Source: an optimization exercise on an open RTL-to-GDS flow (aim: small area, a short achievable clock period and few clock cycles per item). Production flows keep margins and buffers that such runs may drop.
Only simulation tests tie the RTL to the original design; equivalence was not proved.
Power and IR drop assume default switching activity.

// fir_decimator_top
module fir_decimator_top
(
	input wire logic clk,
	input wire logic resetn,
	input wire logic in_valid,
	input wire fir_pkg::sample_t data_in,
	input wire logic out_credit,
	output logic in_credit,
	output logic out_valid,
	output fir_pkg::sample_t data_out
);
	logic [4:0] m1;              
	logic [6:0] m3;              
	logic [7:0] m5;              
	logic [4:0] selA;            
	logic [4:0] nph;             
	logic done1;                 
	logic done2;                 
	logic [4:0] hi_r, hi_nx;     
	logic k9_r, k9_nx;           
	logic pend;                  
	logic ov;
	logic [4:0] res;
	logic [4:0] res_nx;
	logic [1:0] ocred;           
	logic [2:0] owe;             
	logic [3:0] commit;          
	logic icr;
	logic fresh;               
	logic [4:0] u;
	logic [1:0] ocred_nx;
	logic [1:0] ocred_s;
	logic [3:0] commit_d;
	logic [2:0] owe_d;
	logic c_le8, c_le13;
	logic icr_nx;
	logic send;
	logic pend_nx;
	assign u = {~data_in[4], data_in[3:0]};
	logic [13:0] r10;
	assign r10 = ({14{selA[0]}} & 14'({5'(m1), 1'd0}))
		| ({14{selA[1]}} & 14'(5'(m1)))
		| ({14{selA[2]}} & 14'({5'(~m1), 1'd0}))
		| ({14{selA[3]}} & 14'(5'(~m1)))
		| ({14{selA[4]}} & 14'(5'(m1)));
	logic [13:0] r11;
  ...
==> flow/config.mk <==
export PLATFORM = sky130hd
export DESIGN_NAME = fir_decimator_top
export DESIGN_NICKNAME = fir_decimator_top
export VERILOG_FILES = /design/flow/design.v
export SDC_FILE = /design/flow/constraint.sdc
export NUM_CORES = 4
export LEC_CHECK = 0
export CAP_MARGIN = 20
export CORE_MARGIN = 2
export CORE_UTILIZATION = 40
export SETUP_SLACK_MARGIN = 4.31
export SLEW_MARGIN = 20
==> flow/constraint.sdc <==
create_clock -name core_clock -period 6.5 [get_ports {clk}]
set_input_delay 1.3000 -clock core_clock [delete_from_list [all_inputs] [get_ports {clk}]]
set_output_delay 1.3000 -clock core_clock [all_outputs]
set_load 0.01 [all_outputs]
run.sh (not shown) runs the stock make flow with config.mk's settings and CLKGATE_MAP_FILE= SYNTH_SCRIPT=/design/flow/synth_recipe.tcl, a recipe that flattens the netlist after the stock synthesis.
Testbench counts at the start, summed over its fixed seeds: cycles 12,024, results 2,400.
Change:
Settings changed: SETUP_SLACK_MARGIN 4.31 to 4.23.
Routed wire length came out lower by a few percent.
Core utilization decreases by 1.0 points.
Register-to-register slack gets better by 0.04 ns.
Worst hold slack hardly moves.
Sequential cell count is unchanged.
Maximum frequency is higher slightly.
Area after synthesis stays the same.
Sequential share of layout area went up by 0.74 points.
First-iteration DRC count goes up by about a fifth.
Combinational power went down by about a fifth.
Change:
Settings changed: CAP_MARGIN 20 to 5, SETUP_SLACK_MARGIN 4.23 to 4.27, SLEW_MARGIN 20 to 5.
What happened: The new run completed with no timing, DRC or antenna violations; power climbs by about 1.2%; combinational power is higher by 11%; sequential cell count stays the same; count of clock-buffer cells in the layout falls by 2; worst setup slack gets better by 0.032 ns; global-route usage hardly moves; non-clock buffer count came out higher by 4; maximum frequency goes up by 1.4%.
Change:
Settings changed: CAP_MARGIN 5 to 20, PLACE_DENSITY set to 0.75, SLEW_MARGIN 5 to 20.
What happened: Sequential share of layout area hardly moves. Final area hardly moves. Utilization is about the same.

try-juniper:
fir_decimator_top, a different RTL version from the one above (not shown whole).
Size in the first run: roughly 850 cells after synthesis, ~150 flip-flops, roughly 16 I/O pins, roughly 8200 µm² of cells after synthesis.
## fir_decimator_top
module fir_decimator_top
(
	input wire logic clk,
	input wire logic resetn,
	input wire logic in_valid,
	input wire fir_pkg::sample_t data_in,
	input wire logic out_credit,
	output logic in_credit,
	output logic out_valid,
	output fir_pkg::sample_t data_out
);
	logic [4:0] m1;              
	logic [6:0] m3;              
	logic [7:0] m5;              
	logic [4:0] selA;            
	logic [4:0] nph;             
	logic done1;                 
	logic done2;                 
	logic [4:0] hi_r, hi_nx;     
	logic k9_r, k9_nx;           
	logic pend;                  
	logic ov;
	logic [4:0] res;
	logic [4:0] res_nx;
	logic [1:0] ocred;           
	logic [2:0] owe;             
	logic [3:0] commit;          
	logic icr;
	logic [4:0] u;
	logic [1:0] ocred_nx;
	logic [1:0] ocred_s;
	logic [3:0] commit_d;
	logic [2:0] owe_d;
	logic c_le8, c_le13;
	logic icr_nx;
	logic send;
	logic pend_nx;
	assign u = {~data_in[4], data_in[3:0]};
	logic [13:0] r10;
	assign r10 = ({14{selA[0]}} & 14'({5'(m1), 1'd0}))
		| ({14{selA[1]}} & 14'(5'(m1)))
		| ({14{selA[2]}} & 14'({5'(~m1), 1'd0}))
		| ({14{selA[3]}} & 14'(5'(~m1)))
		| ({14{selA[4]}} & 14'(5'(m1)));
	logic [13:0] r11;
	assign r11 = ({14{selA[0]}} & 14'({7'(m3), 2'd0}))
		| ({14{selA[1]}} & 14'({7'(m3), 2'd0}))
		| ({14{selA[3]}} & 14'({5'(~m1), 3'd0}));
	logic [13:0] r20;
	assign r20 = ({14{selA[0]}} & 14'({7'(m3), 6'd0}))
		| ({14{selA[1]}} & 14'({7'(m3), 5'd0}))
		| ({14{selA[3]}} & 14'({8'(~m5), 3'd0}))
		| ({14{selA[4]}} & 14'({5'(~m1), 4'd0}));
	logic [13:0] r21;
	assign r21 = ({14{selA[0]}} & 14'(5'(m1)))
		| ({14{selA[1]}} & 14'(7'(m3)))
		| ({14{selA[2]}} & 14'(7'(~m3)))
		| ({14{selA[3]}} & 14'(5'(m1)))
		| ({14{selA[4]}} & 14'({5'(m1), 1'd0}));
	logic [13:0] r30;
	assign r30 = ({14{selA[0]}} & 14'({5'(~m1), 4'd0}))
  ...
==> flow/config.mk <==
export PLATFORM = sky130hd
export DESIGN_NAME = fir_decimator_top
export DESIGN_NICKNAME = fir_decimator_top
export VERILOG_FILES = /design/flow/design.v
export SDC_FILE = /design/flow/constraint.sdc
export NUM_CORES = 4
export LEC_CHECK = 0
export ABC_AREA = 1
export CAP_MARGIN = 20
export CORE_MARGIN = 2
export CORE_UTILIZATION = 40
export SETUP_SLACK_MARGIN = 4.27
export SLEW_MARGIN = 20
export TNS_END_PERCENT = 10
==> flow/constraint.sdc <==
create_clock -name core_clock -period 6.5 [get_ports {clk}]
set_input_delay 1.3000 -clock core_clock [delete_from_list [all_inputs] [get_ports {clk}]]
set_output_delay 1.3000 -clock core_clock [all_outputs]
set_load 0.01 [all_outputs]
Testbench counts of try-juniper, summed over its fixed seeds: cycles 12,024, results 2,400.
Relative to try-juniper, the following input files were edited for try-harbor:
# try-juniper
export LEC_CHECK = 0
export ABC_AREA = 1
export CAP_MARGIN = 20
export CORE_MARGIN = 2
export CORE_UTILIZATION = 40
export SETUP_SLACK_MARGIN = 4.27
export SLEW_MARGIN = 20
export TNS_END_PERCENT = 10
create_clock -name core_clock -period 6.5 [get_ports {clk}]
# try-harbor
export LEC_CHECK = 0
export ABC_AREA = 1
export CAP_MARGIN = 20
export CORE_MARGIN = 2
export CORE_UTILIZATION = 40
export SETUP_SLACK_MARGIN = 4.2
export SLEW_MARGIN = 20
create_clock -name core_clock -period 6.5 [get_ports {clk}]
[summary]
Non-clock buffer count of try-harbor falls short of that of try-juniper by more than a quarter.
Any difference in register cell area after layout between try-harbor and try-juniper is small enough to ignore.
Diff try-harbor..try-juniper | worst hold slack | negligible
Sequential share of cell area was higher in try-harbor than in try-juniper.
Via count: try-harbor vs try-juniper down 68
[compare] base=try-juniper new=try-harbor: post-route total power level; overall routed net length moved down; maximum frequency moved up; residual overflow from global routing level.
Looking at kind of critical path, the reg2reg result is from try-juniper; the reg2out one comes from try-harbor.
--- input diff try-harbor..try-nickel ---
# try-harbor
export LEC_CHECK = 0
export ABC_AREA = 1
export CAP_MARGIN = 20
export CORE_MARGIN = 2
export CORE_UTILIZATION = 40
export SETUP_SLACK_MARGIN = 4.2
export SLEW_MARGIN = 20
create_clock -name core_clock -period 6.5 [get_ports {clk}]
# try-nickel
export LEC_CHECK = 0
export ABC_AREA = 1
export CAP_MARGIN = 20
export CORE_MARGIN = 2
export CORE_UTILIZATION = 40
export SETUP_SLACK_MARGIN = 4.27
export SLEW_MARGIN = 20
create_clock -name core_clock -period 6.5 [get_ports {clk}]
## What came out
Against try-harbor, the final cell area of try-nickel is higher.
Between try-harbor and try-nickel, the first-pass GRT wire length does not differ in any meaningful way.
Going from try-harbor to try-nickel, worst slack at placement rose 0.081 ns, final net count rose 0.80%, shortest clock period the worst path allows after layout fell 0.045 ns, sequential cell count about even.
Edits applied to the flow inputs when going from try-nickel to try-garnet:
# try-nickel
export LEC_CHECK = 0
export ABC_AREA = 1
export CAP_MARGIN = 20
export CORE_MARGIN = 2
export CORE_UTILIZATION = 40
export SETUP_SLACK_MARGIN = 4.27
export SLEW_MARGIN = 20
create_clock -name core_clock -period 6.5 [get_ports {clk}]
# try-garnet
export LEC_CHECK = 0
export ABC_AREA = 1
export CAP_MARGIN = 20
export CORE_MARGIN = 2
export CORE_UTILIZATION = 40
export SETUP_SLACK_MARGIN = 4.1
export SLEW_MARGIN = 20
create_clock -name core_clock -period 6.5 [get_ports {clk}]
==> summary.txt <==
- Net load switching power (try-garnet vs. try-nickel) decreases slightly
- From try-nickel to try-garnet the numbers moved as follows: via total after detailed routing fell by about 0.7%, post-synthesis share of cell area spent on full adders, half adders and majority gates stayed essentially flat, sum of met2 wire segment lengths after detailed routing stayed essentially flat, final critical-path required period rose by 0.17 ns, maximum vdd ir drop rose by about 14%.
- Compared with try-nickel, try-garnet shows a higher wire length.
- Per the comparison of try-garnet with try-nickel, leakage component of the power fell by 1.2%, number of fillers in the final layout rose by about 0.8%.
- Relative to try-nickel, final cell count has decreased by 8 in try-garnet.

== job 3747 ==
fir_decimator_top with an RTL version that a note above also has.
Size: roughly 690 cells after synthesis, ~16 I/O pins, about 0.0075 mm^2 of cells after synthesis.
Settings: LEC_CHECK=0, CAP_MARGIN=20, CORE_MARGIN=2, CORE_UTILIZATION=40, CTS_BUF_LIST=sky130_fd_sc_hd__clkbuf_8, SETUP_SLACK_MARGIN=4.27, SLEW_MARGIN=20; clock period 6.5 ns.
Testbench counts of job 3747, summed over its fixed seeds: cycles 12,024, results 2,400.
diff inputs: job 3747 => job 2858
- removing CTS_BUF_LIST (formerly sky130_fd_sc_hd__clkbuf_8)
- changing SETUP_SLACK_MARGIN from 4.27 to 4.29
==> summary.txt <==
Diff job 3747 -> job 2858: fraction of met3 tracks used by global routing went up, synthesized area did not really move. Setup slack | job 2858 above job 3747. For job 3747, the slowest cell on the critical path was dfxtp_4, unlike job 2858, where it was dfstp_2. Looking at area fraction of clock buffers and clock inverters, job 2858 sits 1.2 points higher than job 3747 does. Job 2858 reports a higher critical path's largest stage delay than job 3747 does. On utilization, job 3747 tracks job 2858 almost exactly. Job 2858 vs job 3747, instance count: job 2858 lower.
Inputs modified between job 2858 and job 1297:
- SETUP_SLACK_MARGIN: 4.29 -> 4.27
==> comparison <==
Of the two values seen for source of the critical timing path, fresh$_DFFE_PN1P_ was produced by job 2858 and selA[0]$_SDFF_PN0_ by job 1297. Side by side, sum of internal, switching and leakage power turned out higher in job 1297 than in job 2858. Slew of the pin with the lowest slew margin in job 1297 vs job 2858: down 0.015 ns. Looking at total power per unit cell area, job 1297 sits above job 2858.
## Diff of input files: job 231 against job 1297
- ABC_AREA now 1, previously not set
- SETUP_SLACK_MARGIN now 4.3, was 4.27
Results
- Job 231 has completed all stages; timing, DRC and antenna checks passed.
- Row routability congestion estimate from global placement: job 231 higher / job 1297 lower
- Job 231 ends up with higher placement-stage worst setup slack than job 1297 does.
- Re net switching power: job 231 and job 1297 aren't equal, and the lower value belongs to job 1297.
- Post-synthesis adder-cell area fraction | job 231 below job 1297
- The fmax number comes out higher for job 1297 vs job 231.
- Re global-route track usage on met3: job 231 is 0.75 points down on job 1297.
- Going from job 1297 to job 231, HPWL reported at the end of detailed placement grew by 0.34%; utilization shrank by 1.1 points.
--- input diff job 231..job 5917 ---
- SETUP_SLACK_MARGIN: 4.3 -> 4.27
--- outcome ---
[compare] base=job 231 new=job 5917: area fraction of clock buffers and clock inverters moved up, power share of the combinational group moved down, sequential share of power decreased by 0.7 points relative to the old numbers, clock network power share higher. Post-cts sizing count, job 5917 and job 231, higher one = job 231. Job 231 -> job 5917: area overhead of the layout relative to synthesis flat. Job 5917 vs job 231 — number of filler cells placed in the layout rose 8. Comparing job 5917 against job 231, there is no change at all in die outline area.

==> port drivers added, routing unchanged <==
The results above use ideal ports. As a check the final layouts listed here were re-extracted and re-timed, cells and wires unchanged. Step 1: set_driving_cell puts a clkbuf_16 on clk and a buf_2 on each other input, an assumption about the parent block. Step 2 moves the port delays by t, midway between the first and last clock arrival at a register: inputs arrive t later, outputs are due t later. That takes back most of the time a late clock gives input paths. Slacks: ideal / step 1 / step 2; pairs: ideal / step 1.
| run | t (ns) | setup WS [ns] | latest minus earliest clock arrival (ns) | worst register clock-pin slew, ns | worst slew at a driven data input, ns |
|---|---|---|---|---|---|
| the first run of note 1 | 0.471 | 4.226 / 4.226 / 3.922 | 0.010 / 0.010 | 0.07 / 0.07 | 0.03 |
| the second run of note 1 | 0.465 | 4.262 / 4.255 / 3.880 | 0.009 / 0.009 | 0.06 / 0.06 | 0.03 |
| the third run of note 1 | 0.462 | 4.294 / 4.274 / 3.895 | 0.008 / 0.008 | 0.07 / 0.07 | 0.03 |
| the fourth run of note 1 | 0.471 | 4.297 / 4.268 / 3.888 | 0.009 / 0.010 | 0.07 / 0.07 | 0.03 |
| try-juniper | 0.461 | 4.229 / 4.207 / 3.885 | 0.010 / 0.011 | 0.07 / 0.07 | 0.03 |
| try-harbor | 0.462 | 4.253 / 4.211 / 3.899 | 0.014 / 0.014 | 0.07 / 0.07 | 0.03 |
| try-nickel | 0.470 | 4.298 / 4.255 / 3.916 | 0.010 / 0.010 | 0.07 / 0.07 | 0.03 |
| try-garnet | 0.466 | 4.133 / 4.089 / 3.716 | 0.012 / 0.012 | 0.06 / 0.06 | 0.03 |
| job 3747 | 0.490 | 4.272 / 4.234 / 3.842 | 0.016 / 0.016 | 0.10 / 0.10 | 0.03 |
| job 2858 | 0.463 | 4.320 / 4.278 / 3.948 | 0.007 / 0.007 | 0.06 / 0.06 | 0.03 |
| job 1297 | 0.462 | 4.294 / 4.274 / 3.895 | 0.008 / 0.008 | 0.07 / 0.07 | 0.03 |
| job 231 | 0.465 | 4.278 / 4.267 / 3.943 | 0.011 / 0.011 | 0.06 / 0.06 | 0.03 |
| job 5917 | 0.465 | 4.285 / 4.260 / 3.961 | 0.009 / 0.009 | 0.06 / 0.06 | 0.03 |
After both steps setup and hold are still met in every run listed. For job 3747, which loses most, drivers alone change the setup slack by -0.038 ns; drivers and shift together by -0.430 ns.
